Context: an optimization exercise on an open-source flow, tuned for small area and a short achievable clock period. The choices shown serve that exercise and are no tape-out recipe. Function was checked by simulation only, so behaviour that the tests miss may differ from the original. No activity file was given, so power comes from the tool's default toggle rates.

[flow/config.mk]
export PLATFORM = sky130hd
export DESIGN_NAME = mem_stall_resp
export DESIGN_NICKNAME = mem_stall_resp
export VERILOG_FILES = /design/flow/design.v
export SDC_FILE = /design/flow/constraint.sdc
export NUM_CORES = 4
export LEC_CHECK = 0
export CAP_MARGIN = 20
export CORE_MARGIN = 2
export CORE_UTILIZATION = 70
export CTS_BUF_LIST = sky130_fd_sc_hd__clkbuf_8 sky130_fd_sc_hd__clkbuf_16
export CTS_CLUSTER_DIAMETER = 66
export CTS_CLUSTER_SIZE = 33
export PLACE_DENSITY = 0.74
export SETUP_SLACK_MARGIN = 2.4
export SLEW_MARGIN = 20
export SYNTH_HIERARCHICAL = 1
export SYNTH_MEMORY_MAX_BITS = 8192
export SYNTH_MINIMUM_KEEP_SIZE = 0
[flow/constraint.sdc]
create_clock -name core_clock -period 5.0 [get_ports {clk}]
set_input_delay 1.0000 -clock core_clock [delete_from_list [all_inputs] [get_ports {clk}]]
set_output_delay 1.0000 -clock core_clock [all_outputs]
set_load 0.01 [all_outputs]
[flow/design.v]
package mem_resp_pkg;
  localparam int unsigned DATA_W = 16;
  localparam int unsigned ADDR_W = 16;
  localparam int unsigned LOOP_LEN_LOG2 = 2;
  localparam int unsigned LOOP_LEN      = 1 << LOOP_LEN_LOG2;
endpackage
module mem_resp_head (
  input  logic tail,
  input  logic ins,
  input  logic wcol,
  input  logic ins_n,
  output logic head
);
  assign head = ~((tail | ins) & (wcol | ins_n));
endmodule
module mem_resp_aoi3 (
  input  logic d0, s0,
  input  logic d1, s1,
  input  logic d2, s2,
  output logic y_n
);
  assign y_n = ~((d0 & s0) | (d1 & s1) | (d2 & s2));
endmodule
module mem_resp_aoi2 (
  input  logic d0, s0,
  input  logic d1, s1,
  output logic y_n
);
  assign y_n = ~((d0 & s0) | (d1 & s1));
endmodule
module mem_resp_nand4 (
  input  logic a, b, c, d,
  output logic y
);
  assign y = ~(a & b & c & d);
endmodule
module mem_resp_nand3 (
  input  logic a, b, c,
  output logic y
);
  assign y = ~(a & b & c);
endmodule
module mem_resp_o21a (
  input  logic a1, a2, b1,
  output logic x
);
  assign x = (a1 | a2) & b1;
endmodule
module mem_resp_o21ai (
  input  logic a1, a2, b1,
  output logic y
);
  assign y = ~((a1 | a2) & b1);
endmodule
module mem_resp_xor2 (
  input  logic a, b,
  output logic x
);
  assign x = a ^ b;
endmodule
module mem_resp_nand2 (
  input  logic a, b,
  output logic y
);
  assign y = ~(a & b);
endmodule
module mem_resp_array
#(
  parameter int unsigned DEPTH_LOG2 = 8
) (
  input  logic                                clk,
  input  logic [mem_resp_pkg::LOOP_LEN_LOG2:0] phase,
  input  logic [7:0]                          wr_hi_c,
  input  logic [7:0]                          wr_hi_v,
  input  logic [7:0]                          wr_lo,
  input  logic [mem_resp_pkg::DATA_W-1:0]     wr_data,
  input  logic [7:0]                          rd_hq,
  input  logic [7:0]                          rd_lq,
  input  logic [7:0]                          rd_ha,
  input  logic [7:0]                          rd_la,
  input  logic                                rd_here,
  output logic [mem_resp_pkg::DATA_W-1:0]     rd_data
);
  localparam int unsigned W      = mem_resp_pkg::DATA_W;
  localparam int unsigned LL2    = mem_resp_pkg::LOOP_LEN_LOG2;
  localparam int unsigned LEN    = mem_resp_pkg::LOOP_LEN;
  localparam int unsigned GL2    = DEPTH_LOG2 - LL2;
  localparam int unsigned GROUPS = 1 << GL2;
  logic [LL2:0] phase_m1;
  assign phase_m1 = phase - (LL2+1)'(1);
  logic [W-1:0] wcol;
  assign wcol = wr_data ^ {W{~phase[LL2]}};
  logic [W-1:0] loop_q [GROUPS][LEN];
  logic [W-1:0] head   [GROUPS];
  logic [GROUPS-1:0] gsel, ins, ins_n;
  for (genvar g = 0; g < GROUPS; g++) begin : g_loop
    assign gsel[g] = (rd_hq[g/8] & rd_lq[g%8]) | (rd_ha[g/8] & rd_la[g%8]);
    mem_resp_o21a  u_ins   (.a1(wr_hi_c[g/8]), .a2(wr_hi_v[g/8]), .b1(wr_lo[g%8]), .x(ins[g]));
    mem_resp_o21ai u_ins_n (.a1(wr_hi_c[g/8]), .a2(wr_hi_v[g/8]), .b1(wr_lo[g%8]), .y(ins_n[g]));
    for (genvar b = 0; b < W; b++) begin : g_bit
      mem_resp_head u_head (
        .tail (loop_q[g][LEN-1][b]),
        .ins  (ins[g]),
        .wcol (wcol[b]),
        .ins_n(ins_n[g]),
        .head (head[g][b])
      );
    end
    always_ff @(posedge clk) begin
      loop_q[g][0] <= head[g];
      for (int k = 1; k < LEN; k++) loop_q[g][k] <= loop_q[g][k-1];
    end
  end
  logic [W-1:0][5:0] part;
  logic [W-1:0][5:0] part_q;
  logic       hit_q, pol_q;
  for (genvar b = 0; b < W; b++) begin : g_rd
    for (genvar k = 0; k < 4; k++) begin : g_p12
      logic [3:0] aoi_n;
      for (genvar i = 0; i < 4; i++) begin : g_aoi
        mem_resp_aoi3 u_aoi (
          .d0(loop_q[12*k+3*i][0][b]),   .s0(gsel[12*k+3*i]),
          .d1(loop_q[12*k+3*i+1][0][b]), .s1(gsel[12*k+3*i+1]),
          .d2(loop_q[12*k+3*i+2][0][b]), .s2(gsel[12*k+3*i+2]),
          .y_n(aoi_n[i])
        );
      end
      mem_resp_nand4 u_n (.a(aoi_n[0]), .b(aoi_n[1]), .c(aoi_n[2]), .d(aoi_n[3]), .y(part[b][k]));
    end
    for (genvar k = 0; k < 2; k++) begin : g_p8
      localparam int unsigned G0 = 48 + 8*k;
      logic [2:0] aoi_n;
      for (genvar i = 0; i < 2; i++) begin : g_aoi
        mem_resp_aoi3 u_aoi (
          .d0(loop_q[G0+3*i][0][b]),   .s0(gsel[G0+3*i]),
          .d1(loop_q[G0+3*i+1][0][b]), .s1(gsel[G0+3*i+1]),
          .d2(loop_q[G0+3*i+2][0][b]), .s2(gsel[G0+3*i+2]),
          .y_n(aoi_n[i])
        );
      end
      mem_resp_aoi2 u_aoi2 (
        .d0(loop_q[G0+6][0][b]), .s0(gsel[G0+6]),
        .d1(loop_q[G0+7][0][b]), .s1(gsel[G0+7]),
        .y_n(aoi_n[2])
      );
      mem_resp_nand3 u_n (.a(aoi_n[0]), .b(aoi_n[1]), .c(aoi_n[2]), .y(part[b][4+k]));
    end
  end
  always_ff @(posedge clk) begin
    part_q <= part;
    hit_q  <= rd_here;
    pol_q  <= phase_m1[LL2];
  end
  logic [W-1:0] rd_val, rcap_q;
  for (genvar b = 0; b < W; b++) begin : g_val
    assign rd_val[b] = (|part_q[b]) ^ pol_q;
  end
  always_ff @(posedge clk) begin
    if (hit_q) rcap_q <= rd_val;
  end
  assign rd_data = hit_q ? rd_val : rcap_q;
endmodule
module mem_stall_resp
#(
  parameter int unsigned DEPTH_LOG2 = 8,
  parameter int unsigned LATENCY    = 4
) (
  input  logic              clk,
  input  logic              rst,
  input  logic [mem_resp_pkg::ADDR_W-1:0] Addr,
  input  logic [mem_resp_pkg::DATA_W-1:0] DataIn,
  input  logic              Rd,
  input  logic              Wr,
  output logic [mem_resp_pkg::DATA_W-1:0] DataOut,
  output logic              Done,
  output logic              Stall,
  output logic              err
);
  localparam int unsigned W   = mem_resp_pkg::DATA_W;
  localparam int unsigned LL2 = mem_resp_pkg::LOOP_LEN_LOG2;
  logic [LL2:0] phase, phase_p1, phase_m1;
  always_ff @(posedge clk) phase <= phase_p1;
  assign phase_p1 = phase + (LL2+1)'(1);
  assign phase_m1 = phase - (LL2+1)'(1);
  logic       busy_q, last_q, done_q, err_q, busy_d;
  logic [1:0] cnt_q;   
  logic       legal, accept, commit;
  logic       busy_s_n_q, ndone_s_q, busy_r_q;
  logic                  op_wr_q;
  logic [LL2-1:0]        word_q, word_x;
  logic [7:0]            hi_q, lo_q, hi_a, lo_a;
  logic [W-1:0]          wdata_q;
  logic                  wb_load, wb_valid_q, wr_drain;
  logic                  drain_c_q, drain_v_q, drain_v_d;
  logic [7:0]            drain_hc_q, drain_hv_q;
  logic [LL2-1:0]        wb_word_q;
  logic [7:0]            wb_hi_q, wb_lo_q;
  logic [W-1:0]          wb_data_q;
  logic                  rd_here;
  logic [W-1:0]          rd_data, dout_q;
  assign legal   = (Rd ^ Wr) & ~Addr[0];
  assign accept  = ~busy_q & ~done_q & legal;
  assign busy_d  = accept | (busy_q & ~last_q);
  assign commit  = last_q & op_wr_q;
  assign wb_load = busy_q & (cnt_q == 2'd2) & op_wr_q;
  assign wr_drain = drain_c_q | drain_v_q;
  assign drain_v_d = (commit | wb_valid_q) & ~wr_drain & (wb_word_q == phase_p1[LL2-1:0]);
  always_comb begin
    for (int i = 0; i < 8; i++) begin
      hi_a[i] = (Addr[DEPTH_LOG2:DEPTH_LOG2-2] == 3'(i));
      lo_a[i] = (Addr[DEPTH_LOG2-3:LL2+1] == 3'(i));
    end
  end
  assign word_x  = busy_r_q ? word_q : Addr[LL2:1];
  assign rd_here = (word_x == phase_m1[LL2-1:0]);
  always_ff @(posedge clk or posedge rst) begin
    if (rst) begin
      busy_q     <= 1'b0;
      last_q     <= 1'b0;
      done_q     <= 1'b0;
      err_q      <= 1'b0;
      dout_q     <= '0;
      hi_q       <= '0;
      lo_q       <= '0;
      busy_s_n_q <= 1'b1;
      ndone_s_q  <= 1'b1;
      busy_r_q   <= 1'b0;
      drain_c_q  <= 1'b0;
      drain_hc_q <= '0;
    end else begin
      busy_q     <= busy_d;
      last_q     <= busy_q & (cnt_q == 2'd2);
      done_q     <= last_q;
      err_q      <= ~busy_q & ~done_q & (Rd | Wr) & ~legal;
      if (last_q & ~op_wr_q) dout_q <= rd_data;
      hi_q       <= (hi_a & {8{accept}}) | (hi_q & {8{busy_q & ~last_q}});
      lo_q       <= (lo_a & {8{accept}}) | (lo_q & {8{busy_q & ~last_q}});
      busy_s_n_q <= ~(accept | (~busy_s_n_q & ~last_q));
      ndone_s_q  <= ~(~busy_s_n_q & last_q);
      busy_r_q   <= accept | (busy_r_q & ~last_q);
      drain_c_q  <= wb_load & (word_q == phase_p1[LL2-1:0]);
      drain_hc_q <= hi_q & {8{wb_load & (word_q == phase_p1[LL2-1:0])}};
    end
  end
  always_ff @(posedge clk) begin
    cnt_q  <= busy_q ? cnt_q + 2'd1 : 2'd0;
    word_q <= word_x;
    if (accept) begin
      op_wr_q <= Wr;
      wdata_q <= DataIn;
    end
    if (wb_load) begin
      wb_word_q <= word_q;
      wb_hi_q   <= hi_q;
      wb_lo_q   <= lo_q;
      wb_data_q <= wdata_q;
    end
    wb_valid_q <= (commit | wb_valid_q) & ~wr_drain;
    drain_v_q  <= drain_v_d;
    drain_hv_q <= wb_hi_q & {8{drain_v_d}};
  end
  mem_resp_array #(
    .DEPTH_LOG2(DEPTH_LOG2)
  ) u_array (
    .clk     (clk),
    .phase   (phase),
    .wr_hi_c (drain_hc_q),
    .wr_hi_v (drain_hv_q),
    .wr_lo   (wb_lo_q),
    .wr_data (wb_data_q),
    .rd_hq   (hi_q),
    .rd_lq   (lo_q),
    .rd_ha   (hi_a & {8{~busy_r_q}}),
    .rd_la   (lo_a & {8{~busy_r_q}}),
    .rd_here (rd_here),
    .rd_data (rd_data)
  );
  logic rw_diff, stall_idle_n;
  mem_resp_xor2 u_stall_x (
    .a(Rd),
    .b(Wr),
    .x(rw_diff)
  );
  mem_resp_nand3 u_stall_i (
    .a(rw_diff),
    .b(~Addr[0]),
    .c(ndone_s_q),
    .y(stall_idle_n)
  );
  mem_resp_nand2 u_stall (
    .a(stall_idle_n),
    .b(busy_s_n_q),
    .y(Stall)
  );
  assign Done    = done_q;
  assign err     = err_q;
  assign DataOut = dout_q;
endmodule
[flow/flow/run.sh]
#!/bin/bash
# Layout flow: the standard flow (standard.sh, unchanged synthesis and
# steps), with the port buffers inserted as buf_2 cells instead of the
# default delay-cell buffers. The make output goes to standard_flow.log; ORFS
# keeps each step's log under orfs/logs.
set -euo pipefail
cd "$(dirname "$0")/.."
bash standard.sh "BUFFER_PORTS_ARGS=-buffer_cell sky130_fd_sc_hd__buf_2" finish > standard_flow.log 2>&1
[flow/standard.sh]
#!/bin/bash
# synth_recipe.tcl (not shown) runs the flow's synth.tcl, then flattens the netlist and writes it again
# the make line also repeats each setting of config.mk as NAME=value (left out here)
make -C /OpenROAD-flow-scripts/flow DESIGN_CONFIG=/design/flow/config.mk WORK_HOME=/design/flow/orfs CLKGATE_MAP_FILE= SYNTH_SCRIPT=/design/flow/synth_recipe.tcl "${@:-finish}"
==> qor.csv, run 1 <==
metric;value;unit
cts_tree;built;
grt_pass1_vias;52170;
yosysTopAreaCellShare;83.63;%
cpLargestDelayFamily;compound AO/OA/AOI/OAI gates;
yosysMostFrequentCell;dfxtp_1;
crit_arrival;3.26;ns
pin_count;55;
clk_pin_slew_worst_paths;0.12;ns
die_area;147600;µm²
die-width;384.2;µm
syn_to_final_growth;7.925;%
critPathLaunchType;register;
status;timing/DRC/antenna clean;
start_util;70.52;%
ys_seq_area_share;86.34;%
nFillCells;8459;
setup_viol;0;
portBuffers;47;
insertion_delay;0.82;ns
clock_path_buffers;3;
cap_violations;0;
power;70.94;mW
grt_use_total;31.29;%
drv_slew;0;
rows;139;
ys_async_sr_fraction;1.110;%
finalCritPeriodShare;52.35;%
worstHoldPathType;reg -> reg;
max_freq;382.0;MHz
synth.distinct_cells;44;
ys_top_cells_by_area;dfxtp_1, o22ai_1, a222oi_1;
via_count;52940;
critPathRequiredTime;5.65;ns
yosysTopAreaCell;dfxtp_1;
grt_setup_unrepaired;yes;
numCtsBuffers;153;
overflow;0;
hold_viol_final;0;
antenna_found_initial;11;
cts.sinks;4326;
crit_slowest_cell;dfrtp_1;
final_cells;8479;
slowest_delay;0.86;ns
drt_iter0_drc;6665;
h-tree-depth;4;
avgViaCountPerCell;6.244;
nets;6563;
postSynthAreaPerCell;16.14;µm²
core;143500;µm²
end_kind;register;
drc_errors;0;
place.gp.congestion;0.8737;
drive_gt1_share;7.867;%
wirelength;235400;µm
ys_seq_elements;4326;
syn_area;101200;µm²
place_inst;8266;
cp_num_buf_inv;0;
ant_nets;0;
syn-num-nets;6308;
root_buffer;clkbuf_16;
max_slew_margin;20.24;%
ir_drop;0.5570;mV
wl_per_cell;27.76;µm
synth_warnings;11;
worst_slew_pin_slew;1.191;ns
grt_max_degree;65;
min_period;2.618;ns
synthCells;6269;
tns;0;ns
die_h;384.2;µm
synth-edff-count;51;
p_leak;43.04;nW
clock_skew;0.02741;ns
grt_pass1_wl;341300;µm
critical_path_class;reg -> reg;
dp_hpwl;141600;µm
synth_commonest_cells;dfxtp_1, o22ai_1, a222oi_1;
detail_route.first_pass.iterations;13;
ctsHoldBuffers;0;
crit_chain;a22o_1 -> a222oi_1 -> nand4_1;
power_density;649.6;nW/µm²
synthFlopType;dfxtp_1;
cp_max_fo;16;
## per-stage QoR
stage | hold slack (ns) | utilization (%) | worst slack [ns] | instance area (µm²)
after floorplan | 0.3096 | - | 1.405 | 101200
after global placement | 0.3095 | 72.89 | 1.407 | 104600
after detailed placement | 0.3121 | 72.91 | 1.347 | 104600
after CTS | 0.3010 | 76.08 | 2.317 | 109200
after global routing | 0.3144 | 76.10 | 2.326 | 109200
final | 0.3147 | 76.11 | 2.382 | 109200
## where the power goes
part	internal [mW]	total (mW)	leakage [nW]	switching, mW
logic	1.80	3.95	4.23	2.15
registers	46.6	51.2	36.6	4.56
clock network	6.15	15.8	2.23	9.64
total	54.6	70.9	43.0	16.4
## worst reg2reg max path, cell delays in order (launching register included)
cell and delay [ns]:
dfrtp_1 0.86, a22o_1 0.69, a222oi_1 0.75, nand4_1 0.16
## registers in the layout, indices dropped and copies added, names as in the netlist, 16 cells and up
name and count:
u_array.part_q 96, u_array.loop_q 4096, dout_q 16, wb_data_q 16, u_array.rcap_q 16, wdata_q 16
## modules after synthesis, one instance, submodules excluded, excerpt
module          flip-flops and latches  copies in the design  cells inside
mem_stall_resp                     116                     1           254
mem_resp_aoi2                        0                    32             1
mem_resp_aoi3                        0                   320             1
mem_resp_xor2                        0                     1             1
mem_resp_o21a                        0                    64             1
mem_resp_head                        0                  1024             1
mem_resp_nand4                       0                    64             1
mem_resp_nand3                       0                    33             1
mem_resp_o21ai                       0                    64             1
mem_resp_nand2                       0                     1             1
## kinds of logic after synthesis
family / synth area share [%]
AO/OA/AOI/OAI: 11.64
XOR/XNOR: 0.2077
adder cells (fa/ha/maj): 0.03710
buffers and inverters: 0.2399
flip-flops: 86.34
multiplexers: 0.2003
AND/OR/NAND/NOR: 1.338
## layout make-up
class | count | area [µm²] | area share, %
clock inverter | 41 | 391.6 | 0.3586
timing repair buffer | 150 | 1079 | 0.9877
multi-input combinational | 1883 | 13930 | 12.76
inverter | 10 | 42.54 | 0.03896
antenna | 4 | 10.01 | 0.009166
sequential | 4326 | 87370 | 80.01
clock buffer | 162 | 3998 | 3.661
tap | 1903 | 2381 | 2.180
## repair_timing
action	CTS	global route
resized for setup	52	13
gates cloned	0	0
endpoints found under the setup margin	171	84
buffers inserted	6	0
pin swaps	5	3
## path summary, 6_finish.rpt
| kind | from | endpoint | cells past startpoint | slack (ns) |
|---|---|---|---|---|
| worst max-delay path | lo_q[4]$_DFF_PP0_ | u_array.part_q[54]$_DFF_P_ | 3 | 2.38 |
| worst min-delay path | u_array.loop_q[1][11]$_DFF_P_ | u_array.loop_q[2][11]$_DFF_P_ | 0 | 0.31 |
| worst max register to register | lo_q[4]$_DFF_PP0_ | u_array.part_q[54]$_DFF_P_ | 3 | 2.38 |
| worst min register to register | u_array.loop_q[1][11]$_DFF_P_ | u_array.loop_q[2][11]$_DFF_P_ | 0 | 0.31 |
| max in group asynchronous | rst | busy_r_q$_DFF_PP0_ | 3 | 4.02 |
| min in group asynchronous | rst | dout_q[1]$_DFFE_PP0P_ | 3 | 0.39 |
## placed cells by master, fill, tap and decap left out, types with 4 or more instances in the layout
cell,instances
nor2b_1,20
a222oi_1,320
a22oi_2,32
dfxtp_1,4225
nand4_1,64
o21a_1,64
o22ai_1,1024
or4_4,16
diode_2,4
inv_1,26
dfrtp_1,45
buf_2,47
and3_1,9
mux2_2,18
xnor2_2,16
a22o_1,12
nor2_2,4
clkbuf_16,157
nand2_1,17
nor2_1,7
or4_1,16
nand3_1,32
clkbuf_8,5
buf_12,5
o21ai_1,51
a32o_1,6
and2_1,10
a22o_2,53
clkinv_2,5
o21ai_2,19
xor2_1,5
buf_4,96
a31o_1,16
edfxtp_1,51
inv_6,5
o31ai_1,18
bufinv_16,5
## metal layers
metal / vias to the layer above / part of all wire, % / track usage (%)
met5: - / 0.037 / 0
met4: 14 / 4.2 / 12.66
met3: 443 / 8.1 / 5.650
met2: 2209 / 45 / 48.08
met1: 26660 / 43 / 44.39
li1: 23620 / - / -
==> run 2, diff against run 1 <==
--- a/flow/design.v
+++ b/flow/design.v
@@ -76,8 +76,8 @@
   input  logic [mem_resp_pkg::DATA_W-1:0]     wr_data,
   input  logic [7:0]                          rd_hq,
   input  logic [7:0]                          rd_lq,
-  input  logic [7:0]                          rd_ha,
-  input  logic [7:0]                          rd_la,
+  input  logic                                rd_live,
+  input  logic [DEPTH_LOG2-mem_resp_pkg::LOOP_LEN_LOG2-1:0] rd_addr,
   input  logic                                rd_here,
   output logic [mem_resp_pkg::DATA_W-1:0]     rd_data
 );
@@ -93,6 +93,13 @@
   logic [W-1:0] loop_q [GROUPS][LEN];
   logic [W-1:0] head   [GROUPS];
   logic [GROUPS-1:0] gsel, ins, ins_n;
+  logic [7:0]        rd_ha, rd_la;
+  always_comb begin
+    for (int i = 0; i < 8; i++) begin
+      rd_ha[i] = rd_live & (rd_addr[GL2-1:GL2-3] == 3'(i));
+      rd_la[i] = (rd_addr[GL2-4:0] == 3'(i));
+    end
+  end
   for (genvar g = 0; g < GROUPS; g++) begin : g_loop
     assign gsel[g] = (rd_hq[g/8] & rd_lq[g%8]) | (rd_ha[g/8] & rd_la[g%8]);
     mem_resp_o21a  u_ins   (.a1(wr_hi_c[g/8]), .a2(wr_hi_v[g/8]), .b1(wr_lo[g%8]), .x(ins[g]));
@@ -185,7 +192,7 @@
   logic       busy_q, last_q, done_q, err_q, busy_d;
   logic [1:0] cnt_q;   
   logic       legal, accept, commit;
-  logic       busy_s_n_q, ndone_s_q, busy_r_q;
+  logic       busy_s_q, done_s_q, busy_r_q;
   logic                  op_wr_q;
   logic [LL2-1:0]        word_q, word_x;
   logic [7:0]            hi_q, lo_q, hi_a, lo_a;
@@ -222,8 +229,8 @@
       dout_q     <= '0;
       hi_q       <= '0;
       lo_q       <= '0;
-      busy_s_n_q <= 1'b1;
-      ndone_s_q  <= 1'b1;
+      busy_s_q   <= 1'b0;
+      done_s_q   <= 1'b0;
       busy_r_q   <= 1'b0;
       drain_c_q  <= 1'b0;
       drain_hc_q <= '0;
@@ -235,8 +242,8 @@
       if (last_q & ~op_wr_q) dout_q <= rd_data;
       hi_q       <= (hi_a & {8{accept}}) | (hi_q & {8{busy_q & ~last_q}});
       lo_q       <= (lo_a & {8{accept}}) | (lo_q & {8{busy_q & ~last_q}});
-      busy_s_n_q <= ~(accept | (~busy_s_n_q & ~last_q));
-      ndone_s_q  <= ~(~busy_s_n_q & last_q);
+      busy_s_q   <= accept | (busy_s_q & ~last_q);
+      done_s_q   <= busy_s_q & last_q;
       busy_r_q   <= accept | (busy_r_q & ~last_q);
       drain_c_q  <= wb_load & (word_q == phase_p1[LL2-1:0]);
       drain_hc_q <= hi_q & {8{wb_load & (word_q == phase_p1[LL2-1:0])}};
@@ -270,8 +277,8 @@
     .wr_data (wb_data_q),
     .rd_hq   (hi_q),
     .rd_lq   (lo_q),
-    .rd_ha   (hi_a & {8{~busy_r_q}}),
-    .rd_la   (lo_a & {8{~busy_r_q}}),
+    .rd_live (~busy_r_q),
+    .rd_addr (Addr[DEPTH_LOG2:LL2+1]),
     .rd_here (rd_here),
     .rd_data (rd_data)
   );
@@ -284,12 +291,12 @@
   mem_resp_nand3 u_stall_i (
     .a(rw_diff),
     .b(~Addr[0]),
-    .c(ndone_s_q),
+    .c(~done_s_q),
     .y(stall_idle_n)
   );
   mem_resp_nand2 u_stall (
     .a(stall_idle_n),
-    .b(busy_s_n_q),
+    .b(~busy_s_q),
     .y(Stall)
   );
   assign Done    = done_q;
--- a/flow/config.mk
+++ b/flow/config.mk
@@ -12,7 +12,7 @@
 export CTS_CLUSTER_DIAMETER = 66
 export CTS_CLUSTER_SIZE = 33
 export PLACE_DENSITY = 0.74
-export SETUP_SLACK_MARGIN = 2.4
+export SETUP_SLACK_MARGIN = 2.45
 export SLEW_MARGIN = 20
 export SYNTH_HIERARCHICAL = 1
 export SYNTH_MEMORY_MAX_BITS = 8192
==> run 2 against run 1 <==
Compared with the run above:
- still clean on timing, DRC and antenna
- clock-buffer cell count grew 5
- global-route usage grew 0.22 points
- register-to-register slack gained 0.02 ns
- worst hold slack gained 0.0049 ns
- via count grew 0.33%
- utilization grew 0.43 points
- design area grew 0.57%
- clock skew grew 0.00076 ns
- critical path depth grew 2
- clock power is essentially flat
- sequential cell count is the same
- critical endpoint is now u_array.part_q[90]$_DFF_P_
- largest cell class unchanged
- largest power group unchanged
==> qor.csv, run 2 <==
metric;value;unit;change
grt_use_total;31.50;%;was 31.29%
grt_pass1_vias;52560;;was 52170
rows;139;;unchanged
min_period;2.653;ns;was 2.618 ns
tns;0;ns;unchanged
cts_tree;built;;unchanged
max_freq;376.9;MHz;was 382.0 MHz
pin_count;55;;unchanged
synth.distinct_cells;39;;was 44
critPathRequiredTime;5.66;ns;was 5.65 ns
worstHoldPathType;reg -> reg;;unchanged
yosysTopAreaCellShare;83.69;%;was 83.63%
grt_setup_unrepaired;yes;;unchanged
cp_max_fo;16;;unchanged
ir_drop;0.6064;mV;was 0.5570 mV
grt_max_degree;65;;unchanged
ys_seq_elements;4326;;unchanged
start_util;70.47;%;was 70.52%
clock_path_buffers;3;;unchanged
portBuffers;47;;unchanged
syn_area;101100;µm²;was 101200 µm²
synthCells;6313;;was 6269
drv_slew;0;;unchanged
yosysTopAreaCell;dfxtp_1;;unchanged
nFillCells;8383;;was 8459
grt_pass1_wl;343400;µm;was 341300 µm
final_cells;8589;;was 8479
place.gp.congestion;0.9258;;was 0.8737
p_leak;43.24;nW;was 43.04 nW
insertion_delay;0.83;ns;was 0.82 ns
largest-register;u_array.loop_q;;unchanged
power_density;657.0;nW/µm²;was 649.6 nW/µm²
drc_errors;0;;unchanged
syn-num-nets;6352;;was 6308
dp_hpwl;140000;µm;was 141600 µm
wl_per_cell;27.57;µm;was 27.76 µm
place_inst;8364;;was 8266
regArea;87360;µm²;was 87370 µm²
via_count;53110;;was 52940
drive_gt1_share;7.962;%;was 7.867%
ys_seq_area_share;86.39;%;was 86.34%
ant_nets;0;;unchanged
end_kind;register;;unchanged
final_common_cell;dfxtp_1;;unchanged
overflow;0;;unchanged
critical_path_class;in -> reg;;was reg -> reg
nets;6664;;was 6563
crit_arrival;3.32;ns;was 3.26 ns
h-tree-depth;4;;unchanged
numCtsBuffers;154;;was 153
clock_skew;0.02817;ns;was 0.02741 ns
status;timing/DRC/antenna clean;;unchanged
setup_viol;0;;unchanged
detail_route.first_pass.iterations;13;;unchanged
top_regs;u_array.loop_q x4096, u_array.part_q x96;;unchanged
postSynthAreaPerCell;16.02;µm²;was 16.14 µm²
clk_pin_slew_worst_paths;0.11;ns;was 0.12 ns
largest_reg_flops;4096;;unchanged
place_ws;1.465;ns;was 1.347 ns
critPathLaunchType;input pin;;was register
antenna_found_initial;9;;was 11
drt_iter0_drc;5886;;was 6665
synth_warnings;11;;unchanged
die_area;147500;µm²;was 147600 µm²
finalCritPeriodShare;53.07;%;was 52.35%
avgViaCountPerCell;6.184;;was 6.244
layout_setup_ws;2.347;ns;was 2.382 ns
core;143500;µm²;unchanged
wirelength;236800;µm;was 235400 µm
multiInputGateArea;14030;µm²;was 13930 µm²
yosysMostFrequentCell;dfxtp_1;;unchanged
die_h;384.1;µm;was 384.2 µm
cap_violations;0;;unchanged
cts.sinks;4326;;unchanged
die-width;384.1;µm;was 384.2 µm
ys_top_cells_by_area;dfxtp_1, o22ai_1, a222oi_1;;unchanged
root_buffer;clkbuf_16;;unchanged
final_cell_mix;dfxtp_1, o22ai_1, a222oi_1;;unchanged
synth-edff-count;51;;unchanged
max_slew_margin;19.71;%;was 20.24%
hold_viol_final;0;;unchanged
synthFlopType;dfxtp_1;;unchanged
ys_async_sr_fraction;1.110;%;unchanged
syn_to_final_growth;8.605;%;was 7.925%
worst_slew_pin_slew;1.204;ns;was 1.191 ns
synth_commonest_cells;dfxtp_1, o22ai_1, a222oi_1;;unchanged
## run 2: changes by cell type in the layout (fill, tap and decap cells not counted), sizes merged, moves of 5 or more
cell,delta
a22o,-65
buf,+38
clkbuf,+5
inv,+6
nand2,+61
nand3,+5
nor2,-7
nor3,-8
o21ai,+59
o31ai,+5
## run 2: final cells by class
class / instances / share of cell area [%]
well taps: 1903 / 2.168
repair buffers: 188 / 1.293
inverters: 14 / 0.04899
multi-input cells: 1941 / 12.78
diodes: 4 / 0.009115
flip-flops and latches: 4326 / 79.55
clock inverters: 46 / 0.4011
clock buffers: 167 / 3.754
## run 2: cells by family (layout without fill, tap and decap cells)
| group | Yosys count | after routing | share of synthesized area (%) |
|---|---|---|---|
| DFF | 4326 | 4326 | 86.39 |
| other | 0 | 4 | 0 |
| adders and majority gates | 3 | 3 | 0.03713 |
| AOI/OAI and AO/OA | 1620 | 1620 | 11.43 |
| and+or+nand+nor | 276 | 276 | 1.560 |
| xor gates and xnor gates | 24 | 24 | 0.2079 |
| buffers and inverters | 46 | 415 | 0.1757 |
| muxes | 18 | 18 | 0.2005 |
## run 2: report_power, final
part           internal [mW]  switching, mW
Clock                   6.29           9.78
Sequential              47.1           4.73
Combinational           1.93           2.28
Total                   55.4           16.8
## run 2: what timing repair did
action	CTS	global route
pin swaps	8	6
buffers inserted	4	3
endpoints found under the setup margin	285	65
hold buffers	0	0
gates resized for setup	19	13
## run 2: path summary, 6_finish.rpt
kind / from / cells past startpoint / slack (ns) / to
min reg2reg: u_array.loop_q[246][5]$_DFF_P_ / 0 / 0.32 / u_array.loop_q[247][5]$_DFF_P_
max reg2reg: busy_r_q$_DFF_PP0_ / 6 / 2.40 / u_array.part_q[90]$_DFF_P_
min in group asynchronous: rst / 3 / 0.37 / dout_q[9]$_DFFE_PP0P_
min: u_array.loop_q[246][5]$_DFF_P_ / 0 / 0.32 / u_array.loop_q[247][5]$_DFF_P_
max: Addr[4] / 5 / 2.35 / u_array.part_q[90]$_DFF_P_
max in group asynchronous: rst / 3 / 4.11 / drain_hc_q[0]$_DFF_PP0_
## run 2: critical path, stage by stage
cell	delay, ns
buf_2	0.23
or3b_2	0.62
o21ai_4	0.29
a222oi_1	0.93
nand4_1	0.23
## run 2: Yosys stat by module (local to each module, per instance), a selection
module	copies in the design	cells	area, µm²
mem_resp_head	1024	1	6.256
mem_resp_nand4	64	1	6.256
mem_resp_nand2	1	1	3.754
mem_stall_resp	1	226	3850
mem_resp_aoi3	320	1	10.01
mem_resp_nand3	33	1	5.005
mem_resp_o21a	64	1	7.507
mem_resp_aoi2	32	1	12.51
mem_resp_o21ai	64	1	5.005
mem_resp_xor2	1	1	8.758
## run 2: layer usage
metal	global-route usage, %	wire, µm	vias to the layer above
met2	48.45	106900	2117
met1	44.00	101100	26700
li1	-	-	23830
met5	0	60	-
met4	13.29	10240	10
met3	6.379	18480	457
## run 2: through the flow
stage | hold WS [ns] | utilization, % | area, µm² | power (mW)
finish | 0.3195 | 76.54 | 109800 | 72.15
floorplan | 0.3096 | - | 101200 | 53.13
CTS | 0.3022 | 76.41 | 109600 | 72.03
global route | 0.3080 | 76.53 | 109800 | 74.65
detailed placement | 0.3121 | 73.10 | 104900 | 56.26
global placement | 0.3096 | 73.10 | 104900 | 55.50
==> run 3, diff against run 2 <==
--- a/flow/config.mk
+++ b/flow/config.mk
@@ -13,7 +13,7 @@
 export CTS_CLUSTER_SIZE = 33
 export PLACE_DENSITY = 0.74
 export SETUP_SLACK_MARGIN = 2.45
-export SLEW_MARGIN = 20
+export SLEW_MARGIN = 40
 export SYNTH_HIERARCHICAL = 1
 export SYNTH_MEMORY_MAX_BITS = 8192
 export SYNTH_MINIMUM_KEEP_SIZE = 0
==> run 3 against run 2 <==
Compared with the run above:
- still clean
- synthesized area did not move
- total power is 0.11% lower
- final cell count is essentially flat
- clock-buffer cell count is the same
- global-route usage about the same
- first-iteration DRC count increased by 4.4%
- synthesized cell count is the same
- routed wire length is 0.33% lower
- critical path type is now reg -> reg
- highest routed layer unchanged
==> qor.csv, run 3 <==
metric;value;unit;change
crit_arrival;3.38;ns;was 3.32 ns
final_util;76.69;%;was 76.54%
postSynthAreaPerCell;16.02;µm²;unchanged
synth_warnings;11;;unchanged
critical_path_class;reg -> reg;;was in -> reg
r2r_cells;6;;unchanged
critPathLaunchType;register;;was input pin
timing.rr.end;u_array.part_q[82]$_DFF_P_;;was u_array.part_q[90]$_DFF_P_
end_kind;register;;unchanged
wl_per_cell;27.49;µm;was 27.57 µm
synthFlopType;dfxtp_1;;unchanged
numCtsBuffers;153;;was 154
power;72.07;mW;was 72.15 mW
ys_seq_elements;4326;;unchanged
drive_gt1_share;8.114;%;was 7.962%
yosysTopAreaCellShare;83.69;%;unchanged
critPathRequiredTime;5.70;ns;was 5.66 ns
combPwrFrac;5.9;%;was 5.8%
holdPathEnd;u_array.loop_q[83][6]$_DFF_P_;;was u_array.loop_q[247][5]$_DFF_P_
max_slew_margin;34.31;%;was 19.71%
crit_chain;inv_1 -> nand3_1 -> o21ai_1 -> buf_4 -> a222oi_1 -> nand3_1;;was buf_2 -> or3b_2 -> o21ai_4 -> a222oi_1 -> nand4_1
insertion_delay;0.85;ns;was 0.83 ns
tns;0;ns;unchanged
seqPwrFrac;71.9;%;about the same
power.switching;16.74;mW;was 16.80 mW
drv_slew;0;;unchanged
grt_pass1_wl;342300;µm;was 343400 µm
ctsHoldBuffers;0;;unchanged
slowest_delay;0.80;ns;was 0.93 ns
cts.sinks;4326;;unchanged
overflow;0;;unchanged
detail_route.first_pass.iterations;10;;was 13
nets;6665;;was 6664
worst_slew_pin_slew;0.9854;ns;was 1.204 ns
finalCritPeriodShare;53.56;%;was 53.07%
status;timing/DRC/antenna clean;;unchanged
rows;139;;unchanged
cap_violations;0;;unchanged
die_h;384.1;µm;unchanged
yosysMostFrequentCell;dfxtp_1;;unchanged
worstHoldPathType;reg -> reg;;unchanged
antenna_found_initial;11;;was 9
clk_pin_slew_worst_paths;0.12;ns;was 0.11 ns
grt_setup_unrepaired;yes;;unchanged
hold_start;u_array.loop_q[82][6]$_DFF_P_;;was u_array.loop_q[246][5]$_DFF_P_
clock_skew;0.02919;ns;was 0.02817 ns
synthCells;6313;;unchanged
portBuffers;47;;unchanged
min_path_cells;0;;unchanged
syn_to_final_growth;8.829;%;was 8.605%
die-width;384.1;µm;unchanged
ant_nets;0;;unchanged
p_leak;43.28;nW;was 43.24 nW
top_regs;u_array.loop_q x4096, u_array.part_q x96;;unchanged
cp_max_fo;16;;unchanged
grt_use_total;31.45;%;was 31.50%
synth_commonest_cells;dfxtp_1, o22ai_1, a222oi_1;;unchanged
syn-num-nets;6352;;unchanged
grt_max_degree;65;;unchanged
drc_errors;0;;unchanged
max_freq;373.4;MHz;was 376.9 MHz
wirelength;236000;µm;was 236800 µm
crit_top_cell;nand3_1;;
setup_viol;0;;unchanged
dp_hpwl;140500;µm;was 140000 µm
ys_seq_area_share;86.39;%;unchanged
grt_pass1_vias;52620;;was 52560
root_buffer;clkbuf_16;;unchanged
min_period;2.678;ns;was 2.653 ns
cts_tree;built;;unchanged
syn_area;101100;µm²;unchanged
largest-register;u_array.loop_q;;unchanged
ir_drop;0.5315;mV;was 0.6064 mV
final_common_cell;dfxtp_1;;unchanged
h-tree-depth;4;;unchanged
clock_path_buffers;3;;unchanged
clock_power_share;22.2;%;was 22.3%
crit_slowest_cell;a222oi_1;;unchanged
final_cell_mix;dfxtp_1, o22ai_1, a222oi_1;;unchanged
r2r_slack;2.32;ns;was 2.40 ns
p_int;55.34;mW;was 55.36 mW
swShare;23.22;%;was 23.28%
yosysTopAreaCell;dfxtp_1;;unchanged
start_util;70.47;%;unchanged
avgViaCountPerCell;6.167;;was 6.184
pin_count;55;;unchanged
ys_async_sr_fraction;1.110;%;unchanged
core;143500;µm²;unchanged
ys_top_cells_by_area;dfxtp_1, o22ai_1, a222oi_1;;unchanged
synth-edff-count;51;;unchanged
die_area;147500;µm²;unchanged
drt_iter0_drc;6145;;was 5886
hold_viol_final;0;;unchanged
place.gp.congestion;0.9258;;unchanged
via_count;52960;;was 53110
r2r_start;busy_r_q$_DFF_PP0_;;unchanged
synth.distinct_cells;39;;unchanged
largest_reg_flops;4096;;unchanged
power_density;655.0;nW/µm²;was 657.0 nW/µm²
==> run 3: layout make-up <==
| type | count | area, µm² |
|---|---|---|
| sequential | 4326 | 87370 |
| fill | 8372 | 33440 |
| multi-input combinational | 1941 | 14230 |
| clock buffer | 167 | 4111 |
| tap | 1903 | 2381 |
| timing repair buffer | 190 | 1464 |
| clock inverter | 42 | 419.2 |
| inverter | 14 | 53.80 |
| antenna | 4 | 10.01 |
==> run 3: worst max path at each step <==
stage	slack [ns]	cells past startpoint	end	start
6_report	2.32	6	u_array.part_q[82]$_DFF_P_	busy_r_q$_DFF_PP0_
5_1_grt	2.37	5	Stall	Wr
4_1_cts	2.43	4	Stall	done_s_q$_DFF_PP0_
3_5_place_dp	1.59	5	u_array.part_q[3]$_DFF_P_	Addr[3]
3_3_place_gp	1.55	5	u_array.part_q[6]$_DFF_P_	Addr[3]
2_1_floorplan	1.41	4	u_array.loop_q[0][10]$_DFF_P_	phase[2]$_DFF_P_
==> run 3: power by group through the flow <==
stage          Combinational, mW  Sequential, mW  Clock, mW
2_1_floorplan               2.77            50.4          0
3_3_place_gp                3.79            51.7          0
3_5_place_dp                4.03            52.3          0
4_1_cts                     4.11            51.8       16.1
5_1_grt                     4.52            52.8       17.2
6_report                    4.22            51.8       16.0
==> run 3: per-module statistics from Yosys (local to each module, per instance), excerpt <==
module,times used,cells inside,flops+latches,area (µm²)
mem_resp_xor2,1,1,0,8.758
mem_resp_nand3,33,1,0,5.005
mem_stall_resp,1,226,116,3850
mem_resp_nand2,1,1,0,3.754
mem_resp_nand4,64,1,0,6.256
mem_resp_o21ai,64,1,0,5.005
mem_resp_aoi2,32,1,0,12.51
mem_resp_head,1024,1,0,6.256
mem_resp_o21a,64,1,0,7.507
mem_resp_aoi3,320,1,0,10.01
==> run 3: layer usage <==
metal	vias to the layer above	part of all wire, %	track usage [%]
met5	-	0.026	0
li1	23840	-	-
met4	12	4.2	12.68
met3	472	7.9	6.546
met1	26560	43	43.77
met2	2070	45	48.69
==> run 3: cell families (layout without fill, tap and decap cells) <==
family	Yosys count	after routing	synth area share [%]
AOI/OAI and AO/OA	1620	1620	11.43
xor gates and xnor gates	24	24	0.2079
adders and majority gates	3	3	0.03713
buffers and inverters	46	413	0.1757
DFF	4326	4326	86.39
muxes	18	18	0.2005
other	0	4	0
and+or+nand+nor	276	276	1.560
==> run 3: critical path, delay by kind of cell, from the launching register on <==
kind | cells | cell delay [ns]
AO/OA/AOI/OAI | 2 | 0.92
buffers and inverters | 2 | 0.49
flip-flops | 1 | 0.40
AND/OR/NAND/NOR | 2 | 0.70
==> run 3: through the flow <==
| stage | hold slack (ns) | worst slack (ns) | cells | cell area, µm² |
|---|---|---|---|---|
| after floorplan | 0.3096 | 1.405 | 6313 | 101200 |
| after global placement | 0.3096 | 1.550 | 8364 | 104900 |
| after detailed placement | 0.3121 | 1.590 | 8364 | 105100 |
| after CTS | 0.2972 | 2.433 | 8576 | 109800 |
| after global routing | 0.3077 | 2.374 | 8583 | 110000 |
| final | 0.3241 | 2.322 | 8587 | 110000 |
==> run 3: repair_timing <==
| item | CTS | global route |
|---|---|---|
| buffers inserted | 3 | 6 |
| setup endpoints to repair | 37 | 85 |
| resized for setup | 12 | 12 |
| pin swaps | 6 | 12 |
==> run 4, diff against run 3 <==
--- a/flow/config.mk
+++ b/flow/config.mk
@@ -12,8 +12,8 @@
 export CTS_CLUSTER_DIAMETER = 66
 export CTS_CLUSTER_SIZE = 33
 export PLACE_DENSITY = 0.74
-export SETUP_SLACK_MARGIN = 2.45
-export SLEW_MARGIN = 40
+export SETUP_SLACK_MARGIN = 2.55
+export SLEW_MARGIN = 20
 export SYNTH_HIERARCHICAL = 1
 export SYNTH_MEMORY_MAX_BITS = 8192
 export SYNTH_MINIMUM_KEEP_SIZE = 0
==> run 4 against run 3 <==
Compared with the run above:
- still clean on timing, DRC and antenna
- routed wire length increased by 0.40%
- synthesized area is the same
- first-iteration DRC count down 5.6%
- non-clock buffer count increased by 14
- total power is 0.16% lower
- utilization is 0.21 points higher
- sequential share of layout area down 0.23 points
- worst hold slack worse by 0.0055 ns
- synthesized cell count is the same
- design area is 0.28% higher
- critical path type is now in -> out
- critical endpoint is now Stall
- highest routed layer unchanged
==> qor.csv, run 4 <==
metric;value;unit;change
status;timing/DRC/antenna clean;;unchanged
seqPwrFrac;72.0;%;was 71.9%
swShare;23.21;%;was 23.22%
ant_nets;0;;unchanged
min_period;2.551;ns;was 2.678 ns
cap_violations;0;;unchanged
crit_chain;buf_4 -> xor2_2 -> nand3_1 -> nand2_1 -> buf_2;;was inv_1 -> nand3_1 -> o21ai_1 -> buf_4 -> a222oi_1 -> nand3_1
grt_setup_unrepaired;yes;;unchanged
cp_num_buf_inv;2;;unchanged
place.gp.congestion;0.8847;;was 0.9258
root_buffer;clkbuf_16;;unchanged
ir_drop;0.4738;mV;was 0.5315 mV
syn_to_final_growth;9.134;%;was 8.829%
portBuffers;47;;unchanged
numCtsBuffers;153;;unchanged
finalCritPeriodShare;51.02;%;was 53.56%
critical_path_class;in -> out;;was reg -> reg
syn_area;101100;µm²;unchanged
synth_warnings;11;;unchanged
grt_pass1_vias;53050;;was 52620
crit_slowest_cell;xor2_2;;was a222oi_1
yosysTopAreaCellShare;83.69;%;unchanged
start_util;70.47;%;unchanged
yosys.area_share.simple;1.560;%;unchanged
top_regs;u_array.loop_q x4096, u_array.part_q x96;;unchanged
synthFlopType;dfxtp_1;;unchanged
synth_top_family_by_area;compound AO/OA/AOI/OAI gates;;unchanged
power_density;652.1;nW/µm²;was 655.0 nW/µm²
setup_viol;0;;unchanged
grt_max_degree;65;;unchanged
met2_length;108000;µm;was 106700 µm
insertion_delay;0.85;ns;about the same
via_count;53130;;was 52960
worst_slew_pin_slew;1.144;ns;was 0.9854 ns
p_leak;43.38;nW;was 43.28 nW
avgViaCountPerCell;6.179;;was 6.167
clk_pin_slew_worst_paths;0.11;ns;was 0.12 ns
synth.distinct_cells;39;;unchanged
clock_skew;0.03632;ns;was 0.02919 ns
clock_path_buffers;3;;unchanged
p_int;55.26;mW;was 55.34 mW
largest_reg_flops;4096;;unchanged
nets;6679;;was 6665
yosysMostFrequentCell;dfxtp_1;;unchanged
core;143500;µm²;unchanged
h-tree-depth;4;;unchanged
critPathRequiredTime;4.00;ns;was 5.70 ns
power;71.96;mW;was 72.07 mW
clock_power_share;22.0;%;was 22.2%
synth-xor-area-share;0.2079;%;unchanged
antenna_found_initial;9;;was 11
min_path_cells;0;;unchanged
cts_tree;built;;unchanged
final_common_cell;dfxtp_1;;unchanged
met3_length;17460;µm;was 18560 µm
r2r_cells;7;;was 6
critPathLaunchType;input pin;;was register
die_area;147500;µm²;unchanged
final_cell_mix;dfxtp_1, o22ai_1, a222oi_1;;unchanged
ys_async_sr_fraction;1.110;%;unchanged
worstHoldPathType;reg -> reg;;unchanged
tns;0;ns;unchanged
wl_met1;101100;µm;was 100700 µm
synth_commonest_cells;dfxtp_1, o22ai_1, a222oi_1;;unchanged
drc_errors;0;;unchanged
dp_hpwl;140900;µm;was 140500 µm
slowest_delay;0.14;ns;was 0.80 ns
highest-signal-layer;met5;;unchanged
drt_iter0_drc;5803;;was 6145
cp_max_fo;3;;was 16
power.switching;16.70;mW;was 16.74 mW
max_slew_margin;23.76;%;was 34.31%
synthCells;6313;;unchanged
yosysTopAreaCell;dfxtp_1;;unchanged
crit_arrival;1.55;ns;was 3.38 ns
drv_slew;0;;unchanged
synth-edff-count;51;;unchanged
overflow;0;;unchanged
postSynthAreaPerCell;16.02;µm²;unchanged
largest-register;u_array.loop_q;;unchanged
ys_top_cells_by_area;dfxtp_1, o22ai_1, a222oi_1;;unchanged
rows;139;;unchanged
combPwrFrac;6.0;%;was 5.9%
grt_pass1_wl;344700;µm;was 342300 µm
drive_gt1_share;8.486;%;was 8.114%
max_freq;392.0;MHz;was 373.4 MHz
synth-compound-area-share;11.43;%;unchanged
ctsHoldBuffers;0;;unchanged
detail_route.first_pass.iterations;10;;unchanged
crit_cells;5;;was 6
die-width;384.1;µm;unchanged
final_util;76.91;%;was 76.69%
pin_count;55;;unchanged
grt_use_total;31.67;%;was 31.45%
hold_viol_final;0;;unchanged
synth_mux_area_share;0.2005;%;unchanged
die_h;384.1;µm;unchanged
syn-num-nets;6352;;unchanged
wl_per_cell;27.56;µm;was 27.49 µm
cts.sinks;4326;;unchanged
synth_fa_ha_area_share;0.03712;%;unchanged
ys_seq_area_share;86.39;%;unchanged
ys_seq_elements;4326;;unchanged
end_kind;primary output;;was register
wirelength;237000;µm;was 236000 µm
cpLargestDelayFamily;buffers and inverters;;was compound AO/OA/AOI/OAI gates
fin_hold_ws;0.3186;ns;was 0.3241 ns
==> run 4: cell counts after synthesis <==
No cell type changed its count.
==> run 4: final cells by class <==
cell class / count / area [µm²]
tap: 1903 / 2381
fill: 8362 / 33130
inverter: 14 / 57.56
antenna: 3 / 7.507
sequential: 4326 / 87360
clock buffer: 166 / 4098
timing repair buffer: 204 / 1710
multi-input combinational: 1941 / 14370
clock inverter: 42 / 365.4
==> run 4: what timing repair did <==
action                                  CTS  global route
pin swaps                                27             8
endpoints found under the setup margin  447           114
resized for setup                        43            16
setup buffers                            28             9
endpoints found under the hold margin     0             0
==> run 4: worst paths after layout <==
kind | from | endpoint | slack [ns]
max in group asynchronous | rst | busy_r_q$_DFF_PP0_ | 4.14
min | u_array.loop_q[226][14]$_DFF_P_ | u_array.loop_q[227][14]$_DFF_P_ | 0.32
max | Wr | Stall | 2.45
max reg2reg | busy_r_q$_DFF_PP0_ | u_array.part_q[75]$_DFF_P_ | 2.50
min in group asynchronous | rst | busy_s_q$_DFF_PP0_ | 0.35
min reg2reg | u_array.loop_q[226][14]$_DFF_P_ | u_array.loop_q[227][14]$_DFF_P_ | 0.32
==> run 4: layer usage <==
layer | GRT usage (%) | up-vias
met5 | 0 | -
met4 | 13.57 | 10
met3 | 5.848 | 451
met2 | 49.23 | 2023
met1 | 44.04 | 26800
li1 | - | 23850
==> run 4: worst register-to-register path: cells and delay by family (launching register included) <==
| kind | cells | cell delay (ns) |
|---|---|---|
| buffers and inverters | 3 | 0.68 |
| AOI/OAI and AO/OA | 2 | 0.85 |
| DFF | 1 | 0.41 |
| and+or+nand+nor | 2 | 0.41 |
==> run 4: cells by family after synthesis <==
| family | after synthesis |
|---|---|
| flops | 4326 |
| compound gates | 1620 |
| simple gates | 276 |
| buf+inv | 46 |
| xor+xnor | 24 |
| mux | 18 |
| fa+ha+maj | 3 |
==> run 4: Yosys stat by module (local to each module, per instance), a selection <==
module	cell area, µm²	copies in the design	flops+latches
mem_resp_aoi3	10.01	320	0
mem_resp_nand3	5.005	33	0
mem_resp_head	6.256	1024	0
mem_resp_xor2	8.758	1	0
mem_resp_aoi2	12.51	32	0
mem_resp_nand2	3.754	1	0
mem_stall_resp	3850	1	116
mem_resp_o21ai	5.005	64	0
mem_resp_nand4	6.256	64	0
mem_resp_o21a	7.507	64	0
==> run 4: power by group through the flow <==
stage | logic [mW] | clock network [mW] | registers [mW]
2_1_floorplan | 2.78 | 0 | 50.4
3_3_place_gp | 3.81 | 0 | 51.7
3_5_place_dp | 4.04 | 0 | 52.3
4_1_cts | 4.18 | 16.0 | 51.7
5_1_grt | 4.60 | 17.1 | 52.8
6_report | 4.31 | 15.8 | 51.8
==> run 4: through the flow <==
stage	setup WS, ns	cells	area (µm²)
6_report	2.449	8599	110400
5_1_grt	2.413	8597	110300
4_1_cts	2.404	8587	110200
3_5_place_dp	1.337	8351	105000
3_3_place_gp	1.474	8351	105000
2_1_floorplan	1.633	6313	101500
==> run 5, diff against run 4 <==
--- a/flow/config.mk
+++ b/flow/config.mk
@@ -11,6 +11,7 @@
 export CTS_BUF_LIST = sky130_fd_sc_hd__clkbuf_8 sky130_fd_sc_hd__clkbuf_16
 export CTS_CLUSTER_DIAMETER = 66
 export CTS_CLUSTER_SIZE = 33
+export GPL_ROUTABILITY_DRIVEN = 0
 export PLACE_DENSITY = 0.74
 export SETUP_SLACK_MARGIN = 2.55
 export SLEW_MARGIN = 20
==> run 5 against run 4 <==
Compared with the run above:
- largest cell class unchanged
- sequential share of layout area is the same
- synthesized cell count unchanged
- synthesized area is the same
==> qor.csv, run 5 <==
metric;value;unit;change
die_area;147500;µm²;unchanged
final_cell_mix;dfxtp_1, o22ai_1, a222oi_1;;unchanged
grt_pass1_vias;53050;;unchanged
clock_path_buffers;3;;unchanged
final_common_cell;dfxtp_1;;unchanged
end_kind;primary output;;unchanged
synth.distinct_cells;39;;unchanged
max_slew_margin;23.76;%;unchanged
ys_async_sr_fraction;1.110;%;unchanged
cts_tree;built;;unchanged
syn-num-nets;6352;;unchanged
yosysTopAreaCellShare;83.69;%;unchanged
ant_nets;0;;unchanged
largest-register;u_array.loop_q;;unchanged
grt_pass1_wl;344700;µm;unchanged
drc_errors;0;;unchanged
insertion_delay;0.85;ns;about the same
min_path_cells;0;;unchanged
cp_num_buf_inv;2;;unchanged
tns;0;ns;unchanged
synth_warnings;11;;unchanged
crit_slowest_cell;xor2_2;;unchanged
r2r_slack;2.50;ns;about the same
worstHoldPathType;reg -> reg;;unchanged
dp_hpwl;140900;µm;unchanged
hold_start;u_array.loop_q[226][14]$_DFF_P_;;unchanged
status;timing/DRC/antenna clean;;unchanged
p_leak;43.38;nW;unchanged
root_buffer;clkbuf_16;;unchanged
cap_violations;0;;unchanged
numCtsBuffers;153;;unchanged
pin_count;55;;unchanged
critPathLaunchType;input pin;;unchanged
clock_skew;0.03632;ns;unchanged
cts.sinks;4326;;unchanged
setup_viol;0;;unchanged
via_count;53130;;unchanged
die_h;384.1;µm;unchanged
finalCritPeriodShare;51.02;%;unchanged
synth_commonest_cells;dfxtp_1, o22ai_1, a222oi_1;;unchanged
drive_gt1_share;8.486;%;unchanged
max_freq;392.0;MHz;unchanged
detail_route.first_pass.iterations;10;;unchanged
largest_reg_flops;4096;;unchanged
clk_pin_slew_worst_paths;0.11;ns;about the same
r2r_start;busy_r_q$_DFF_PP0_;;unchanged
ir_drop;0.4738;mV;unchanged
overflow;0;;unchanged
h-tree-depth;4;;unchanged
syn_to_final_growth;9.134;%;unchanged
nets;6679;;unchanged
nFillCells;8362;;unchanged
crit_arrival;1.55;ns;about the same
synth-edff-count;51;;unchanged
cp_max_fo;3;;unchanged
cpLargestDelayFamily;buffers and inverters;;unchanged
core;143500;µm²;unchanged
ys_seq_elements;4326;;unchanged
synthCells;6313;;unchanged
portBuffers;47;;unchanged
synthFlopType;dfxtp_1;;unchanged
critPathRequiredTime;4.00;ns;about the same
die-width;384.1;µm;unchanged
ctsHoldBuffers;0;;unchanged
yosysTopAreaCell;dfxtp_1;;unchanged
syn_area;101100;µm²;unchanged
power;71.96;mW;unchanged
antenna_found_initial;9;;unchanged
timing.rr.end;u_array.part_q[75]$_DFF_P_;;unchanged
ys_top_cells_by_area;dfxtp_1, o22ai_1, a222oi_1;;unchanged
yosysMostFrequentCell;dfxtp_1;;unchanged
power_density;652.1;nW/µm²;unchanged
holdPathEnd;u_array.loop_q[227][14]$_DFF_P_;;unchanged
regArea;87360;µm²;unchanged
crit_chain;buf_4 -> xor2_2 -> nand3_1 -> nand2_1 -> buf_2;;unchanged
worst_slew_pin_slew;1.144;ns;unchanged
start_util;70.47;%;unchanged
wirelength;237000;µm;unchanged
rows;139;;unchanged
critical_path_class;in -> out;;unchanged
grt_setup_unrepaired;yes;;unchanged
grt_max_degree;65;;unchanged
hold_viol_final;0;;unchanged
drv_slew;0;;unchanged
wl_per_cell;27.56;µm;unchanged
r2r_cells;7;;unchanged
avgViaCountPerCell;6.179;;unchanged
top_regs;u_array.loop_q x4096, u_array.part_q x96;;unchanged
grt_use_total;31.67;%;unchanged
multiInputGateArea;14370;µm²;unchanged
postSynthAreaPerCell;16.02;µm²;unchanged
drt_iter0_drc;5803;;unchanged
ys_seq_area_share;86.39;%;unchanged
min_period;2.551;ns;unchanged
slowest_delay;0.14;ns;about the same
[run 5: power breakdown]
| part | internal [mW] | switching, mW |
|---|---|---|
| combinational | 1.98 | 2.32 |
| clock | 6.14 | 9.70 |
| sequential | 47.1 | 4.68 |
[run 5: worst reg2reg max path, delay by kind of cell, from the launching register on]
kind	cells	cell delay [ns]
AO/OA/AOI/OAI	2	0.85
buffers and inverters	3	0.68
AND/OR/NAND/NOR	2	0.41
flip-flops	1	0.41
[run 5: area by class of cell]
class                           count  share of cell area (%)
Antenna cell                        3                0.006803
Sequential cell                  4326                   79.17
Clock buffer                      166                   3.713
Clock inverter                     42                  0.3311
Timing Repair Buffer              204                   1.550
Inverter                           14                 0.05216
Multi-Input combinational cell   1941                   13.02
Tap cell                         1903                   2.158
[run 5: logic make-up after synthesis]
kind of cell | share of synthesized area, %
compound gates | 11.43
xor+xnor | 0.2079
fa+ha+maj | 0.03713
buf+inv | 0.1757
flops | 86.39
mux | 0.2005
simple gates | 1.560
[run 5: modules after synthesis (local to each module, per instance), excerpt]
module	area, µm²	copies in the design	cells inside	flip-flops and latches
mem_resp_xor2	8.758	1	1	0
mem_resp_nand4	6.256	64	1	0
mem_resp_nand3	5.005	33	1	0
mem_resp_o21ai	5.005	64	1	0
mem_resp_head	6.256	1024	1	0
mem_resp_o21a	7.507	64	1	0
mem_resp_nand2	3.754	1	1	0
mem_resp_aoi2	12.51	32	1	0
mem_stall_resp	3850	1	226	116
mem_resp_aoi3	10.01	320	1	0
[run 5: metal layers]
layer / vias up / routed length [µm] / GRT usage, %
met4: 10 / 10330 / 13.57
met5: - / 63 / 0
li1: 23850 / - / -
met1: 26800 / 101100 / 44.04
met2: 2023 / 108000 / 49.23
met3: 451 / 17460 / 5.848
[run 5: worst max path at each step]
stage	startpoint	endpoint	slack, ns	cells after the start
final	Wr	Stall	2.45	5
after global routing	done_s_q$_DFF_PP0_	Stall	2.41	4
after CTS	busy_r_q$_DFF_PP0_	u_array.part_q[86]$_DFF_P_	2.40	5
after detailed placement	Addr[4]	u_array.part_q[92]$_DFF_P_	1.34	5
after global placement	Addr[3]	u_array.part_q[92]$_DFF_P_	1.47	5
after floorplan	phase[2]$_DFF_P_	u_array.loop_q[0][0]$_DFF_P_	1.63	3
[run 5: stage by stage]
step                area, µm²  std cells  util (%)  hold WS, ns  setup WS, ns
floorplan              101500       6313         -       0.3096         1.633
global placement       105000       8351     73.18       0.3095         1.474
detailed placement     105000       8351     73.18       0.3121         1.337
CTS                    110200       8587     76.80       0.2986         2.404
global route           110300       8597     76.91       0.3107         2.413
finish                 110400       8599     76.91       0.3186         2.449
[run 5: repair_timing]
action,in CTS,in global routing
buffers inserted,28,9
resized for setup,43,16
pin swaps,27,8
setup endpoints to repair,447,114
==> run 6, diff against run 5 <==
--- a/flow/config.mk
+++ b/flow/config.mk
@@ -9,9 +9,8 @@
 export CORE_MARGIN = 2
 export CORE_UTILIZATION = 70
 export CTS_BUF_LIST = sky130_fd_sc_hd__clkbuf_8 sky130_fd_sc_hd__clkbuf_16
-export CTS_CLUSTER_DIAMETER = 66
-export CTS_CLUSTER_SIZE = 33
-export GPL_ROUTABILITY_DRIVEN = 0
+export CTS_CLUSTER_DIAMETER = 60
+export CTS_CLUSTER_SIZE = 30
 export PLACE_DENSITY = 0.74
 export SETUP_SLACK_MARGIN = 2.55
 export SLEW_MARGIN = 20
==> run 6 against run 5 <==
Compared with the run above:
- via count up 0.61%
- worst hold slack barely moved
- clock skew down 0.0093 ns
- critical path type unchanged
- critical endpoint unchanged
- non-clock buffer count decreased by 3
- sequential share of layout area down 0.55 points
- total power up 1.9%
- utilization up 0.54 points
- worst setup slack better by 0.015 ns
- global-route usage increased by 0.32 points
- routed wire length rose by 1.2%
- sequential power barely moved
- clock-buffer cell count rose by 21
==> qor.csv, run 6 <==
metric;value;unit;change
status;timing/DRC/antenna clean;;unchanged
clk_pin_slew_worst_paths;0.11;ns;about the same
cts_tree;built;;unchanged
end_kind;primary output;;unchanged
drt_iter0_drc;6115;;was 5803
grt_pass1_wl;348200;µm;was 344700 µm
synthCells;6313;;unchanged
synthFlopType;dfxtp_1;;unchanged
clock_skew;0.02706;ns;was 0.03632 ns
largest_reg_flops;4096;;unchanged
yosysMostFrequentCell;dfxtp_1;;unchanged
power_density;659.8;nW/µm²;was 652.1 nW/µm²
synth_warnings;11;;unchanged
hold_viol_final;0;;unchanged
nets;6695;;was 6679
synth_commonest_cells;dfxtp_1, o22ai_1, a222oi_1;;unchanged
grt_pass1_vias;53640;;was 53050
max_slew_margin;23.39;%;was 23.76%
min_period;2.536;ns;was 2.551 ns
critical_path_class;in -> out;;unchanged
drc_errors;0;;unchanged
clock_path_buffers;3;;unchanged
cp-endpoint;Stall;;unchanged
via_count;53450;;was 53130
avgViaCountPerCell;6.181;;was 6.179
numCtsBuffers;172;;was 153
antenna_found_initial;10;;was 9
final_cell_mix;dfxtp_1, o22ai_1, a222oi_1;;unchanged
top_regs;u_array.loop_q x4096, u_array.part_q x96;;unchanged
ys_seq_area_share;86.39;%;unchanged
drive_gt1_share;8.974;%;was 8.486%
synth.distinct_cells;39;;unchanged
core;143500;µm²;unchanged
portBuffers;47;;unchanged
synth-edff-count;51;;unchanged
r2r_start;busy_r_q$_DFF_PP0_;;unchanged
syn_area;101100;µm²;unchanged
overflow;0;;unchanged
wl_per_cell;27.73;µm;was 27.56 µm
crit_start;Wr;;unchanged
rows;139;;unchanged
cts.sinks;4326;;unchanged
largest-register;u_array.loop_q;;unchanged
critPathLaunchType;input pin;;unchanged
ir_drop;0.5658;mV;was 0.4738 mV
timing.rr.end;u_array.part_q[19]$_DFF_P_;;was u_array.part_q[75]$_DFF_P_
cap_violations;0;;unchanged
place.gp.congestion;0.8847;;
ant_nets;0;;unchanged
r2r_cells;7;;unchanged
final_common_cell;dfxtp_1;;unchanged
worstHoldPathType;reg -> reg;;unchanged
dp_hpwl;140900;µm;unchanged
syn_to_final_growth;9.897;%;was 9.134%
root_buffer;clkbuf_16;;unchanged
ys_top_cells_by_area;dfxtp_1, o22ai_1, a222oi_1;;unchanged
postSynthAreaPerCell;16.02;µm²;unchanged
crit_arrival;1.54;ns;was 1.55 ns
yosysTopAreaCell;dfxtp_1;;unchanged
wirelength;239800;µm;was 237000 µm
die_area;147500;µm²;unchanged
grt_use_total;31.99;%;was 31.67%
syn-num-nets;6352;;unchanged
detail_route.first_pass.iterations;10;;unchanged
postPlaceCellArea;105000;µm²;unchanged
critPathRequiredTime;4.00;ns;about the same
die_h;384.1;µm;unchanged
max_freq;394.4;MHz;was 392.0 MHz
die-width;384.1;µm;unchanged
pin_count;55;;unchanged
start_util;70.47;%;unchanged
grt_max_degree;65;;unchanged
design_area;111100;µm²;was 110400 µm²
setup_viol;0;;unchanged
ys_seq_elements;4326;;unchanged
worst_slew_pin_slew;1.149;ns;was 1.144 ns
finalCritPeriodShare;50.71;%;was 51.02%
r2r_slack;2.53;ns;was 2.50 ns
drv_slew;0;;unchanged
final_util;77.45;%;was 76.91%
cp_max_fo;3;;unchanged
insertion_delay;0.83;ns;was 0.85 ns
yosysTopAreaCellShare;83.69;%;unchanged
tns;0;ns;unchanged
grt_setup_unrepaired;yes;;unchanged
p_leak;43.77;nW;was 43.38 nW
h-tree-depth;4;;unchanged
ys_async_sr_fraction;1.110;%;unchanged
==> run 6: changes by cell type in the layout (fill, tap and decap cells not counted), moves of 3 or more <==
cell / change
clkbuf_16: +18
inv_1: +11
clkinv_4: +8
bufinv_16: +4
clkinvlp_4: +4
inv_8: +4
buf_4: -3
clkbuf_8: +3
inv_4: -3
==> run 6: repair_timing <==
item / in CTS / in global routing
setup endpoints to repair: 443 / 92
buffers inserted: 29 / 5
hold endpoints to repair: 0 / 0
pin swaps: 26 / 3
hold buffers: 0 / 0
resized for setup: 43 / 11
==> run 6: cell type report <==
type	count	area (µm²)
Sequential cell	4326	87360
Fill cell	8198	32360
Multi-Input combinational cell	1941	14360
Clock buffer	187	4589
Tap cell	1903	2381
Timing Repair Buffer	201	1682
Clock inverter	73	688.2
Inverter	14	53.80
Antenna cell	3	7.507
==> run 6: cells by family after synthesis <==
family	count (synthesis)	synth area share, %
simple gates	276	1.560
fa+ha+maj	3	0.03713
xor+xnor	24	0.2079
compound gates	1620	11.43
buf+inv	46	0.1757
mux	18	0.2005
flops	4326	86.39
==> run 6: metrics by stage <==
stage,total power [mW],cells,hold slack [ns],worst slack [ns]
4_1_cts,73.25,8640,0.3158,2.425
3_5_place_dp,56.30,8351,0.3121,1.337
3_3_place_gp,55.52,8351,0.3095,1.474
2_1_floorplan,53.13,6313,0.3096,1.633
6_report,73.32,8648,0.3190,2.464
5_1_grt,75.93,8645,0.3204,2.409
==> run 6: Yosys stat by module (local to each module, per instance), a selection <==
module	cells	times used	area, µm²	flops+latches
mem_stall_resp	226	1	3850	116
mem_resp_aoi2	1	32	12.51	0
mem_resp_aoi3	1	320	10.01	0
mem_resp_xor2	1	1	8.758	0
mem_resp_o21a	1	64	7.507	0
mem_resp_head	1	1024	6.256	0
mem_resp_nand4	1	64	6.256	0
mem_resp_nand3	1	33	5.005	0
mem_resp_o21ai	1	64	5.005	0
mem_resp_nand2	1	1	3.754	0
==> run 6: routing by layer <==
layer	wire, µm	up-vias	global-route usage (%)
met3	19020	507	6.335
met5	82	-	0
met2	109600	2117	50.26
met1	100500	26890	43.87
li1	-	23930	-
met4	10590	12	13.35
==> run 6: how the worst min path moves through the flow <==
stage                                   startpoint                        endpoint  slack [ns]  cells past startpoint
floorplan           u_array.loop_q[101][0]$_DFF_P_  u_array.loop_q[102][0]$_DFF_P_        0.31                      0
global placement      u_array.loop_q[1][7]$_DFF_P_    u_array.loop_q[2][7]$_DFF_P_        0.31                      0
detailed placement  u_array.loop_q[117][1]$_DFF_P_  u_array.loop_q[118][1]$_DFF_P_        0.31                      0
CTS                                      DataIn[2]            wdata_q[2]$_DFFE_PP_        0.32                      1
global route                             DataIn[2]            wdata_q[2]$_DFFE_PP_        0.32                      1
finish               u_array.loop_q[2][10]$_DFF_P_   u_array.loop_q[3][10]$_DFF_P_        0.32                      0
==> run 6: critical path, cell delays in order <==
cell     delay [ns]
buf_4          0.13
xor2_2         0.13
nand3_1        0.09
nand2_1        0.06
buf_2          0.12
==> run 6: where the power goes <==
part	total, mW	switching (mW)	internal [mW]
Clock	17.2	10.1	7.09
Combinational	4.29	2.33	1.96
Sequential	51.9	4.73	47.1
Total	73.3	17.1	56.2

==> what the ideal ports hide <==
The results above use ideal ports. As a check the final layouts listed here were re-extracted and re-timed, cells and wires unchanged.
Step 1 sets driving cells, clkbuf_16 on the clock port and buf_2 on the other inputs (assumed; they add their load-dependent delay and slew).
Step 2 times the ports against the registers' clock, not the clock port: input delays grow and output delays shrink by t, the midpoint of the rising clock arrivals with the driver on.
Three values: ideal, step 1, step 2; two values: the first two.
run	shift t [ns]	slack for setup (ns)	hold slack, ns	worst setup path at the end	slew at the worst register clock pin (ns)
run 1	0.883	2.382 / 2.320 / 1.498	0.315 / 0.294 / 0.315	input to register	0.12 / 0.12
run 2	0.903	2.347 / 2.331 / 1.427	0.320 / 0.296 / 0.320	input to register	0.12 / 0.12
run 3	0.917	2.322 / 2.308 / 1.391	0.324 / 0.271 / 0.324	input to register	0.12 / 0.12
run 4	0.913	2.449 / 2.380 / 1.544	0.319 / 0.285 / 0.319	input to register	0.12 / 0.12
run 5	0.913	2.449 / 2.380 / 1.544	0.319 / 0.285 / 0.319	input to register	0.12 / 0.12
run 6	0.897	2.464 / 2.387 / 1.581	0.319 / 0.298 / 0.319	input to register	0.11 / 0.11
After both steps setup and hold are still met in every run listed. For run 3, which loses most, drivers alone change the setup slack by -0.014 ns; drivers and shift together by -0.931 ns.
